Background: an optimization exercise with open tools, aiming at small area. Do not read the settings as production practice. Only simulation tests tie the RTL to the original design; equivalence was not proved. Power and IR drop assume default switching activity.

==> inputs of willow <==
==> flow/design.v <==
`default_nettype none
package rv_pkg;
    localparam int XLEN       = 32;
    localparam int REG_ADDR_W = 5;
    localparam int SLICE = 4;
    localparam int NPH   = XLEN / SLICE;
    localparam int PH_W  = 3;
    localparam logic [6:0] OPC_OP_IMM = 7'b0010011;
    localparam logic [6:0] OPC_STORE  = 7'b0100011;
    localparam logic [6:0] OPC_LOAD   = 7'b0000011;
    localparam logic [6:0] OPC_LUI    = 7'b0110111;
    localparam logic [6:0] OPC_AUIPC  = 7'b0010111;
    localparam logic [6:0] OPC_JAL    = 7'b1101111;
    localparam logic [6:0] OPC_JALR   = 7'b1100111;
    localparam logic [2:0] F3_ADDI = 3'b000;
    localparam logic [2:0] F3_SW   = 3'b010;
    localparam logic [2:0] F3_LW   = 3'b010;
    localparam logic [2:0] F3_JALR = 3'b000;
    localparam logic [7:0] WMASK_WORD = 8'b0000_1111;
endpackage
`default_nettype wire
`timescale 1ns/1ps
`default_nettype none
import rv_pkg::*;
module rv_pc_reg
(
    input  wire logic            clk_i,
    input  wire logic            load_i,
    input  wire logic [XLEN-1:0] pc_next_i,
    input  wire logic [PH_W-1:0] ph_i,
    output logic      [XLEN-1:0] pc_o,
    output logic     [SLICE-1:0] pc_slice_o
);
    logic [XLEN-1:1] pc_q;
    always_ff @(posedge clk_i) begin
        if (load_i) begin
            pc_q <= pc_next_i[XLEN-1:1];
        end
    end
    assign pc_o       = {pc_q, 1'b0};
    assign pc_slice_o = pc_o[ph_i*SLICE +: SLICE];
endmodule
`default_nettype wire
`timescale 1ns/1ps
`default_nettype none
import rv_pkg::*;
module rv_idu
(
    input  wire logic [XLEN-1:0] inst_i,
    input  wire logic [PH_W-1:0] ph_i,
    output logic                 addi_o,
    output logic                 lui_o,
    output logic                 auipc_o,
    output logic                 jal_o,
    output logic                 jalr_o,
    output logic                 lw_o,
    output logic                 sw_o,
    output logic    [SLICE-1:0]  imm_slice_o
);
    logic [6:0]      opcode;
    logic [2:0]      funct3;
    logic [XLEN-1:0] imm;
    assign opcode = inst_i[6:0];
    assign funct3 = inst_i[14:12];
    assign addi_o  = (opcode == OPC_OP_IMM) && (funct3 == F3_ADDI);
    assign lui_o   = (opcode == OPC_LUI);
    assign auipc_o = (opcode == OPC_AUIPC);
    assign jal_o   = (opcode == OPC_JAL);
    assign jalr_o  = (opcode == OPC_JALR) && (funct3 == F3_JALR);
    assign lw_o    = (opcode == OPC_LOAD) && (funct3 == F3_LW);
    assign sw_o    = (opcode == OPC_STORE) && (funct3 == F3_SW);
    always_comb begin
        if (lui_o || auipc_o) begin
            imm = {inst_i[31:12], 12'b0};
        end else if (jal_o) begin
            imm = {{(XLEN-20){inst_i[31]}}, inst_i[19:12], inst_i[20], inst_i[30:21], 1'b0};
        end else if (sw_o) begin
            imm = {{(XLEN-12){inst_i[31]}}, inst_i[31:25], inst_i[11:7]};
        end else begin
            imm = {{(XLEN-12){inst_i[31]}}, inst_i[31:20]};
        end
    end
    assign imm_slice_o = imm[ph_i*SLICE +: SLICE];
endmodule
`default_nettype wire
`timescale 1ns/1ps
`default_nettype none
import rv_pkg::*;
module rv_regfile
(
    input  wire logic                  clk_i,
    input  wire logic                  clr_i,
    input  wire logic [REG_ADDR_W-1:0] raddr1_i,
    input  wire logic [REG_ADDR_W-1:0] raddr2_i,
    output logic      [SLICE-1:0]      rdata1_o,
    output logic      [SLICE-1:0]      rdata2_o,
    input  wire logic                  wen_i,
    input  wire logic [REG_ADDR_W-1:0] waddr_i,
    input  wire logic [SLICE-1:0]      wdata_i
);
    localparam int NUM_REGS = 2 ** REG_ADDR_W;
    logic [SLICE-1:0] slice [NUM_REGS];
    assign slice[0] = '0;
    for (genvar r = 1; r < NUM_REGS; r++) begin : g_reg
        logic [XLEN-1:0] q;
        logic            we;
        assign we = clr_i | (wen_i & (waddr_i == REG_ADDR_W'(r)));
        always_ff @(posedge clk_i) begin
            q <= {we ? wdata_i : q[SLICE-1:0], q[XLEN-1:SLICE]};
        end
        assign slice[r] = q[SLICE-1:0];
    end
    assign rdata1_o = slice[raddr1_i];
    assign rdata2_o = slice[raddr2_i];
endmodule
`default_nettype wire
`timescale 1ns/1ps
`default_nettype none
import rv_pkg::*;
module rv_exu
(
    input  wire logic             clk_i,
    input  wire logic             first_i,
    input  wire logic [SLICE-1:0] a_i,
    input  wire logic [SLICE-1:0] b_i,
    input  wire logic [SLICE-1:0] pc_i,
    output logic      [SLICE-1:0] sum_o,
    output logic      [SLICE-1:0] link_o
);
    logic cy_q;
    logic lcy_q;
    logic cy;
    logic lcy;
    assign {cy, sum_o}   = a_i + b_i + SLICE'(first_i ? 1'b0 : cy_q);
    assign {lcy, link_o} = pc_i + (first_i ? SLICE'(4) : SLICE'(lcy_q));
    always_ff @(posedge clk_i) begin
        cy_q  <= cy;
        lcy_q <= lcy;
    end
endmodule
`default_nettype wire
`timescale 1ns/1ps
`default_nettype none
import rv_pkg::*;
module rv_core_top
(
    input  wire logic            clk_i,
    input  wire logic            rst_n_i,
    output logic      [XLEN-1:0] inst_addr_o,
    input  wire logic [XLEN-1:0] inst_i,
    output logic                 mem_wen_o,
    output logic      [XLEN-1:0] mem_waddr_o,
    output logic      [XLEN-1:0] mem_wdata_o,
    output logic      [7:0]      mem_wmask_o,
    output logic      [XLEN-1:0] mem_raddr_o,
    input  wire logic [XLEN-1:0] mem_rdata_i
);
    logic [PH_W-1:0]  ph_q;
    logic             clr_q;
    logic             p2_q;
    logic             wen_q;
    logic             first;
    logic             last;
    logic             addi, lui, auipc, jal, jalr, lw, sw;
    logic [SLICE-1:0] imm_slice;
    logic [SLICE-1:0] rs1_slice;
    logic [SLICE-1:0] rs2_slice;
    logic [SLICE-1:0] pc_slice;
    logic [SLICE-1:0] op1;
    logic [SLICE-1:0] sum;
    logic [SLICE-1:0] link;
    logic [XLEN-1:0]  pc;
    logic             rf_wen;
    logic [SLICE-1:0] rf_wdata;
    logic [XLEN-1:0]  addr_q;
    logic [XLEN-1:0]  addr_next;
    logic [SLICE-1:0] addr_in;
    logic [XLEN-1:0]  data_q;
    logic             pc_load;
    logic             mem_op;
    assign first  = (ph_q == '0);
    assign last   = (ph_q == PH_W'(NPH - 1));
    assign mem_op = lw | sw;
    always_ff @(posedge clk_i or negedge rst_n_i) begin
        if (!rst_n_i) begin
            ph_q  <= '0;
            clr_q <= 1'b1;
            p2_q  <= 1'b0;
            wen_q <= 1'b0;
        end else begin
            ph_q  <= ph_q + 1'b1;
            wen_q <= last & ~clr_q & ~p2_q & sw;
            if (last) begin
                clr_q <= 1'b0;
                p2_q  <= ~clr_q & ~p2_q & mem_op;
            end
        end
    end
    rv_idu i_rv_idu (
        .inst_i      (inst_i),
        .ph_i        (ph_q),
        .addi_o      (addi),
        .lui_o       (lui),
        .auipc_o     (auipc),
        .jal_o       (jal),
        .jalr_o      (jalr),
        .lw_o        (lw),
        .sw_o        (sw),
        .imm_slice_o (imm_slice)
    );
    rv_regfile i_rv_regfile (
        .clk_i    (clk_i),
        .clr_i    (clr_q),
        .raddr1_i (inst_i[19:15]),
        .raddr2_i (inst_i[24:20]),
        .rdata1_o (rs1_slice),
        .rdata2_o (rs2_slice),
        .wen_i    (rf_wen),
        .waddr_i  (inst_i[11:7]),
        .wdata_i  (rf_wdata)
    );
    rv_pc_reg i_rv_pc_reg (
        .clk_i      (clk_i),
        .load_i     (pc_load),
        .pc_next_i  (addr_next),
        .ph_i       (ph_q),
        .pc_o       (pc),
        .pc_slice_o (pc_slice)
    );
    assign op1 = lui ? '0 : ((auipc | jal) ? pc_slice : rs1_slice);
    rv_exu i_rv_exu (
        .clk_i   (clk_i),
        .first_i (first),
        .a_i     (op1),
        .b_i     (imm_slice),
        .pc_i    (pc_slice),
        .sum_o   (sum),
        .link_o  (link)
    );
    assign rf_wen = ~clr_q & (p2_q ? lw : (addi | lui | auipc | jal | jalr));
    always_comb begin
        if (clr_q) begin
            rf_wdata = '0;
        end else if (p2_q) begin
            rf_wdata = first ? mem_rdata_i[SLICE-1:0] : data_q[SLICE-1:0];
        end else if (jal | jalr) begin
            rf_wdata = link;
        end else begin
            rf_wdata = sum;
        end
    end
    always_comb begin
        if (clr_q) begin
            addr_in = '0;
        end else if (~p2_q & (jal | jalr | mem_op)) begin
            addr_in = sum;
        end else begin
            addr_in = link;
        end
    end
    assign addr_next = {addr_in, addr_q[XLEN-1:SLICE]};
    assign pc_load   = last & (clr_q | p2_q | ~mem_op);
    always_ff @(posedge clk_i) begin
        addr_q <= addr_next;
    end
    always_ff @(posedge clk_i) begin
        data_q[XLEN-1:XLEN-SLICE] <= rs2_slice;
        if (p2_q & first) begin
            data_q[XLEN-SLICE-1:0] <= mem_rdata_i[XLEN-1:SLICE];
        end else begin
            data_q[XLEN-SLICE-1:0] <= data_q[XLEN-1:SLICE];
        end
    end
    assign inst_addr_o = pc;
    assign mem_raddr_o = addr_q;
    assign mem_waddr_o = addr_q;
    assign mem_wdata_o = data_q;
    assign mem_wmask_o = WMASK_WORD;
    assign mem_wen_o   = wen_q;
endmodule
`default_nettype wire
==> flow/run.sh <==
#!/bin/bash
# synth_recipe.tcl (not shown) runs the flow's synth.tcl, then flattens the netlist and writes it again
# the make line also repeats each setting of config.mk as NAME=value (left out here)
make -C /OpenROAD-flow-scripts/flow DESIGN_CONFIG=/design/flow/config.mk WORK_HOME=/design/flow/orfs CLKGATE_MAP_FILE= SYNTH_SCRIPT=/design/flow/synth_recipe.tcl finish
==> flow/config.mk <==
export PLATFORM = sky130hd
export DESIGN_NAME = rv_core_top
export DESIGN_NICKNAME = rv_core_top
export VERILOG_FILES = /design/flow/design.v
export SDC_FILE = /design/flow/constraint.sdc
export NUM_CORES = 8
export LEC_CHECK = 0
export CAP_MARGIN = 20
export CORE_MARGIN = 2
export CORE_UTILIZATION = 70
export CTS_BUF_LIST = sky130_fd_sc_hd__clkbuf_16
export CTS_CLUSTER_DIAMETER = 60
export CTS_CLUSTER_SIZE = 30
export SLEW_MARGIN = 20
==> flow/constraint.sdc <==
create_clock -name core_clock -period 13.0 [get_ports {clk_i}]
set_input_delay 2.6000 -clock core_clock [delete_from_list [all_inputs] [get_ports {clk_i}]]
set_output_delay 2.6000 -clock core_clock [all_outputs]
set_load 0.01 [all_outputs]
==> inputs of pepper, as changes to willow <==
--- a/flow/config.mk
+++ b/flow/config.mk
@@ -8,7 +8,4 @@
 export CAP_MARGIN = 20
 export CORE_MARGIN = 2
-export CORE_UTILIZATION = 70
-export CTS_BUF_LIST = sky130_fd_sc_hd__clkbuf_16
-export CTS_CLUSTER_DIAMETER = 60
-export CTS_CLUSTER_SIZE = 30
+export CORE_UTILIZATION = 30
 export SLEW_MARGIN = 20
==> summary of the runs <==
- Register-to-register slack: willow is worse than pepper (0.22 ns).
- Sequential power is about the same in pepper and willow.
- Between willow and pepper, the lower cell count is in willow (gap about 23%, measured against pepper).
- pepper produced a clean layout. willow went through all stages and came out clean.
- In willow the sequential share of layout area is higher than in pepper, by 5.5 points.

## afterwards: timing with drivers on the ports
In the flow no input, the clock included, has a driving cell. The finished layouts below were timed again as built, in two steps. Step 1: set_driving_cell puts a clkbuf_16 on clk_i and a buf_2 on each other input, an assumption about the parent block. Step 2, shift: input delay + t, output delay - t, t = (earliest + latest rising clock arrival at the registers) / 2. This alone moves slack from input paths to output paths. Slacks: ideal ports / drivers / drivers and shift; pairs: ideal ports / drivers.
run | t, ns | slack for setup (ns) | slew at the worst register clock pin (ns) | worst data-port slew with drivers (ns)
willow | 0.661 | 6.267 / 6.303 / 5.642 | 0.11 / 0.11 | 0.08
pepper | 0.700 | 6.460 / 6.430 / 5.730 | 0.07 / 0.07 | 0.11
After both steps setup and hold are still met in every run listed. For pepper, which loses most, drivers alone change the setup slack by -0.030 ns; drivers and shift together by -0.730 ns.
